This is an optimization exercise on Yosys and OpenROAD, whose aim is small area and a short achievable clock period, not a production implementation.
Where RTL was checked, it was by simulation tests only, not by an equivalence proof against the original.

Setup of run 1:
## attack_arbiter
module attack_arbiter #(
  parameter int unsigned        STUN_W      = 24,
  parameter logic [STUN_W-1:0]  STUN_CYCLES = 24'd20,
  parameter int unsigned        DMG_W       = 10,
  parameter int unsigned        DMG_MAX     = 999
) (
  input  logic             clock,
  input  logic             reset,
  input  logic [31:0]      p1_attack,
  input  logic [31:0]      p1_knockback,
  input  logic [31:0]      p2_attack,
  input  logic [31:0]      p2_knockback,
  output logic [DMG_W-1:0] p1_damage,
  output logic [DMG_W-1:0] p2_damage,
  output logic [31:0]      p1_kb_out,
  output logic             p1_kb_valid,
  output logic [31:0]      p2_kb_out,
  output logic             p2_kb_valid,
  output logic             p1_stunned,
  output logic             p2_stunned,
  output logic             clash
);
  localparam int unsigned SW = 5;
  logic              p1Block, p2Block;        
  logic              p1Pending, p2Pending;
  logic [1:0]        p1Code, p2Code;
  logic              vicIsP1;
  logic [31:0]       atkKb;
  logic [DMG_W:0]    opFactor;
  logic [5:0]        opOne, opTwo;
  logic [4:0]        opNeg;
  logic [SW-1:0]     stunCount;
  logic              stunIsP2;
  ...
export LEC_CHECK = 0
export ABC_AREA = 1
export CAP_MARGIN = 20
export CORE_MARGIN = 2
export CORE_UTILIZATION = 55
export SLEW_MARGIN = 20
create_clock -name core_clock -period 12.0 [get_ports {clock}]
standard.sh (not shown) runs the stock make flow with config.mk's settings and CLKGATE_MAP_FILE= SYNTH_SCRIPT=/design/flow/synth_recipe.tcl, a recipe that flattens the netlist after the stock synthesis.
==> flow/flow/run.sh <==
#!/bin/bash
# Layout flow: the standard synthesis and layout, with
# - the synthesized logic off the slowest paths (static timing with ideal
#   wires, flow/crit.tcl) mapped again with ABC's area mapper
#   (flow/remap.tcl; registers and adders untouched),
# - inverters around the full adders removed by flipping adder polarities
#   (flow/polarity.py; combinational only, registers untouched),
# - the port buffers made as the smallest plain buffer instead of the delay
#   buffer buffer_ports picks by default, and
# - a clock tree of smaller buffers without dummy loads.
# Each step's output goes to a log file here.
set -euo pipefail
MARGIN=$(cat flow/margin.txt)
RES="$PWD/orfs/results/${FLOW_PLATFORM}/attack_arbiter/base"
NETLIST="$RES/1_2_yosys.v"
LIB="$FLOW_HOME/platforms/${FLOW_PLATFORM}/lib/sky130_fd_sc_hd__tt_025C_1v80.lib"
bash standard.sh "$NETLIST" > synth.log 2>&1
cp "$NETLIST" standard_synth.v
STA=$(command -v sta || echo "$FLOW_HOME/../tools/install/OpenROAD/bin/sta")
YOSYS=$(command -v yosys || echo "$FLOW_HOME/../tools/install/yosys/bin/yosys")
LIB="$LIB" IN=standard_synth.v SDC="$FLOW_SDC" THRESHOLD="$(cat flow/threshold.txt)" \
  CRIT=critical_cells.txt "$STA" -exit flow/crit.tcl > crit.log 2>&1
LIB="$LIB" IN=standard_synth.v OUT="$NETLIST" SCRIPT="$PWD/flow/abc_area.script" \
  DONT_USE="$PWD/flow/abc_dont_use.txt" CRIT=critical_cells.txt \
  "$YOSYS" -c flow/remap.tcl > remap.log 2>&1
python3 flow/polarity.py "$NETLIST" > polarity.log 2>&1
bash standard.sh SETUP_SLACK_MARGIN="$MARGIN" \
  "BUFFER_PORTS_ARGS=-buffer_cell sky130_fd_sc_hd__buf_1" \
  "CTS_ARGS=-sink_clustering_enable -repair_clock_nets -dont_use_dummy_load -buf_list {sky130_fd_sc_hd__clkbuf_4 sky130_fd_sc_hd__clkbuf_8}" \
  finish > layout.log 2>&1
==> flow/flow/margin.txt <==
7.3
==> flow/flow/threshold.txt <==
8.0
Other scripts of this flow, unchanged in this note and not shown: flow/flow/abc_area.script, flow/flow/abc_dont_use.txt, flow/flow/crit.tcl, flow/flow/polarity.py, flow/flow/remap.tcl
For run 2, these inputs were changed with respect to run 1:
==> flow/flow/margin.txt <==
7.1
==> flow/flow/threshold.txt <==
7.85
Results
Run 2 ends up with a total nets after synthesis that is 103 lower than in run 1.
For the via count, run 2 came in 342 lower than run 1 did.
Overall track demand over capacity in global routing down 0.36 points in run 2 wrt run 1
Between run 2 and run 1, the total standard cell area after synthesis is lower for run 2.
Relative to run 1, the sequential share of layout area of run 2 is higher by 0.45 points.
Run 1 vs run 2, leading cell type in the layout, fill and taps excluded: sky130_fd_sc_hd__nand2_1 vs sky130_fd_sc_hd__inv_1
The higher worst path setup slack after routing of run 2 and run 1 is in run 1.

---

attack_arbiter, a different RTL version from the one above (not shown whole).
clock: 12.0 ns
lec_check: 0
abc_area: 1
cap_margin: 20
core_margin: 2
core_utilization: 55
slew_margin: 20
==> flow/flow/run.sh <==
#!/bin/bash
# Layout flow: the standard synthesis and layout, with
# - inverters around the synthesized full adders removed by flipping adder
#   polarities (flow/polarity.py; combinational only, registers untouched),
# - the port buffers made as the smallest plain buffer instead of the delay
#   buffer buffer_ports picks by default, and
# - a clock tree of smaller buffers without dummy loads.
# Each step's output goes to a log file here.
set -euo pipefail
MARGIN=$(cat flow/margin.txt)
NETLIST="$PWD/orfs/results/${FLOW_PLATFORM}/attack_arbiter/base/1_2_yosys.v"
bash standard.sh "$NETLIST" > synth.log 2>&1
python3 flow/polarity.py "$NETLIST" > polarity.log 2>&1
bash standard.sh SETUP_SLACK_MARGIN="$MARGIN" \
  "BUFFER_PORTS_ARGS=-buffer_cell sky130_fd_sc_hd__buf_1" \
  "CTS_ARGS=-sink_clustering_enable -repair_clock_nets -dont_use_dummy_load -buf_list {sky130_fd_sc_hd__clkbuf_4 sky130_fd_sc_hd__clkbuf_8}" \
  finish > layout.log 2>&1
==> flow/flow/margin.txt <==
6.9
Other scripts of this flow, unchanged in this note and not shown: flow/flow/polarity.py
The first run produced a clean layout.
Next try:
==> flow/flow/margin.txt (replaced) <==
7.1
- CORE_UTILIZATION: 55 -> 45
Effect: Non-clock buffer count goes up by 20. Worst hold slack improved by 51 ps. Critical path depth decreases by 5. Via count hardly moves. Register-to-register slack gains 150 ps. Wire length came out higher by about 4%. Count of clock-buffer cells in the layout does not change. Utilization goes down by 9.1 points. Die area goes up by 22%.
No functional check of the RTL was part of any run of this note.

---

## JK
attack_arbiter, a different RTL version from the one above (not shown whole).
Size in the first run: ~2300 cells after synthesis, ~220 I/O pins, ~0.017 mm^2 of cells after synthesis.
clock: 12.0 ns
lec_check: 0
abc_area: 1
cap_margin: 20
core_margin: 2
core_utilization: 55
slew_margin: 20
==> flow/flow/margin.txt <==
7.0
Scripts as last shown in full above: flow/flow/run.sh
Other scripts of this flow, unchanged in this note and not shown: flow/flow/polarity.py
Input-level comparison between MS and JK:
==> flow/flow/margin.txt <==
7.2
## What came out
Of MS and JK, the higher final worst-path cycle share belongs to JK.
Comparing MS and JK, area of all placed cells without fillers is higher on MS.
Function was not checked in any run of this note: the RTL went through the layout flow alone.

---

attack_arbiter with an RTL version that a note above also has.
Size: roughly 2000 cells after synthesis, about 220 I/O pins, roughly 17000 um^2 of cells after synthesis.
clock: 12.0 ns
lec_check: 0
cap_margin: 20
core_margin: 2
core_utilization: 55
slew_margin: 20
==> flow/flow/margin.txt <==
7.0
Scripts as last shown in full above: flow/flow/run.sh
Other scripts of this flow, unchanged in this note and not shown: flow/flow/polarity.py
The baseline went through all stages and came out clean.
Next try:
--- a/flow/flow/run.sh
+++ b/flow/flow/run.sh
@@ -6,2 +6,3 @@
-#   buffer buffer_ports picks by default, and
-# - a clock tree of smaller buffers without dummy loads.
+#   buffer buffer_ports picks by default,
+# - a clock tree of smaller buffers without dummy loads, and
+# - the resizer's power recovery (downsizing off the critical paths).
@@ -14 +15 @@
-bash standard.sh SETUP_SLACK_MARGIN="$MARGIN" \
+bash standard.sh SETUP_SLACK_MARGIN="$MARGIN" RECOVER_POWER=100 \
==> flow/flow/margin.txt (replaced) <==
7.1
Settings changed: ABC_AREA set to 1.
Result:
- The new run completed, yet does not pass: capacitance limit, slew limit
- design area shrinks by 2.5%
- cell count is higher by 14%
- routed wire length goes down by 2.6%
Function was not checked in any run of this note: the RTL went through the layout flow alone.

---

== run X ==
Starting RTL as in the previous note.
clock: 12.0 ns
lec_check: 0
abc_area: 1
cap_margin: 20
core_margin: 2
core_utilization: 55
slew_margin: 20
==> flow/flow/run.sh <==
#!/bin/bash
# Layout flow: the standard synthesis and layout, with
# - inverters around the synthesized full adders removed by flipping adder
#   polarities (flow/polarity.py; combinational only, registers untouched),
# - the port buffers made as the smallest plain buffer instead of the delay
#   buffer buffer_ports picks by default, and
# - a clock tree of smaller buffers without dummy loads.
# Each step's output goes to a log file here.
set -euo pipefail
MARGIN=$(cat flow/margin.txt)
NETLIST="$PWD/orfs/results/${FLOW_PLATFORM}/attack_arbiter/base/1_2_yosys.v"
bash standard.sh "$NETLIST" > synth.log 2>&1
python3 flow/polarity.py "$NETLIST" > polarity.log 2>&1
bash standard.sh SETUP_SLACK_MARGIN="$MARGIN" \
  "BUFFER_PORTS_ARGS=-buffer_cell sky130_fd_sc_hd__buf_1" \
  "CTS_ARGS=-sink_clustering_enable -repair_clock_nets -dont_use_dummy_load -buf_list {sky130_fd_sc_hd__clkbuf_4 sky130_fd_sc_hd__clkbuf_8}" \
  finish > layout.log 2>&1
==> flow/flow/margin.txt <==
7.1
Other scripts of this flow, unchanged in this note and not shown: flow/flow/polarity.py
Modified inputs, run H compared to run X
==> flow/flow/margin.txt <==
7.3
==> comparison <==
From run X to run H the numbers moved as follows: fraction of cell area in non-clock buffers picked up an extra 0.44 points; number of cells produced by synthesis neither gained nor lost much.
Across both runs, fraction of the cycle the final worst path needs was lower for run H than for run X.
Looking at endpoint of the most critical setup path, the p2KbOut[38] result is from run X; the p2KbOut[34] one comes from run H.
Compared with run X, in run H worst-case hold slack now larger, utilization picked up an extra 1.9 points.
No functional check of the RTL was part of any run of this note.

==> separate check: timing with driven ports <==
How much do the figures lean on ideal ports? The routed layouts below were timed once more, with nothing changed but the port constraints.
Step 1 (the two cells are an assumption about what drives the block):
set clk [get_ports {clock}]
set_driving_cell -lib_cell sky130_fd_sc_hd__clkbuf_16 $clk
set_driving_cell -lib_cell sky130_fd_sc_hd__buf_2 [delete_from_list [all_inputs] $clk]
Step 2 adds t to the input delays and takes it off the output delays; t is the mean of the earliest and latest rising clock arrival at the registers after step 1. Input paths then give back, and output paths get back, about the clock's delay inside the block.
a / b / c = no drivers / after step 1 / after step 2; a / b = the first two.
run | shift t [ns] | setup WS [ns] | worst hold slack (ns) | worst setup path after step 2 | worst data-port slew with drivers (ns)
run 1 | 0.524 | 7.356 / 7.356 / 6.983 | 0.423 / 0.423 / 0.423 | input to register | 0.04
run 2 | 0.537 | 7.294 / 7.283 / 6.927 | 0.425 / 0.425 / 0.425 | input to register | 0.04
the first run of note 2 | 0.542 | 7.101 / 7.101 / 6.668 | 0.391 / 0.391 / 0.391 | input to register | 0.04
the second run of note 2 | 0.532 | 7.253 / 7.253 / 6.832 | 0.442 / 0.442 / 0.442 | input to register | 0.04
JK | 0.540 | 7.074 / 7.074 / 6.710 | 0.426 / 0.426 / 0.426 | input to register | 0.04
MS | 0.540 | 7.127 / 7.127 / 6.874 | 0.434 / 0.434 / 0.434 | input to register | 0.04
the first run of note 4 | 0.539 | 6.610 / 6.625 / 6.086 | 0.435 / 0.435 / 0.435 | input to register | 0.05
the second run of note 4 | 0.552 | 4.244 / 4.275 / 3.722 | 0.395 / 0.395 / 0.395 | input to register | 0.04
run X | 0.554 | 7.230 / 7.230 / 6.789 | 0.395 / 0.395 / 0.395 | input to register | 0.03
run H | 0.534 | 7.296 / 7.296 / 6.930 | 0.447 / 0.447 / 0.447 | input to register | 0.04
The setup slack of the first run of note 4, which loses most, moves by +0.015 ns with the drivers and by -0.524 ns with both steps.
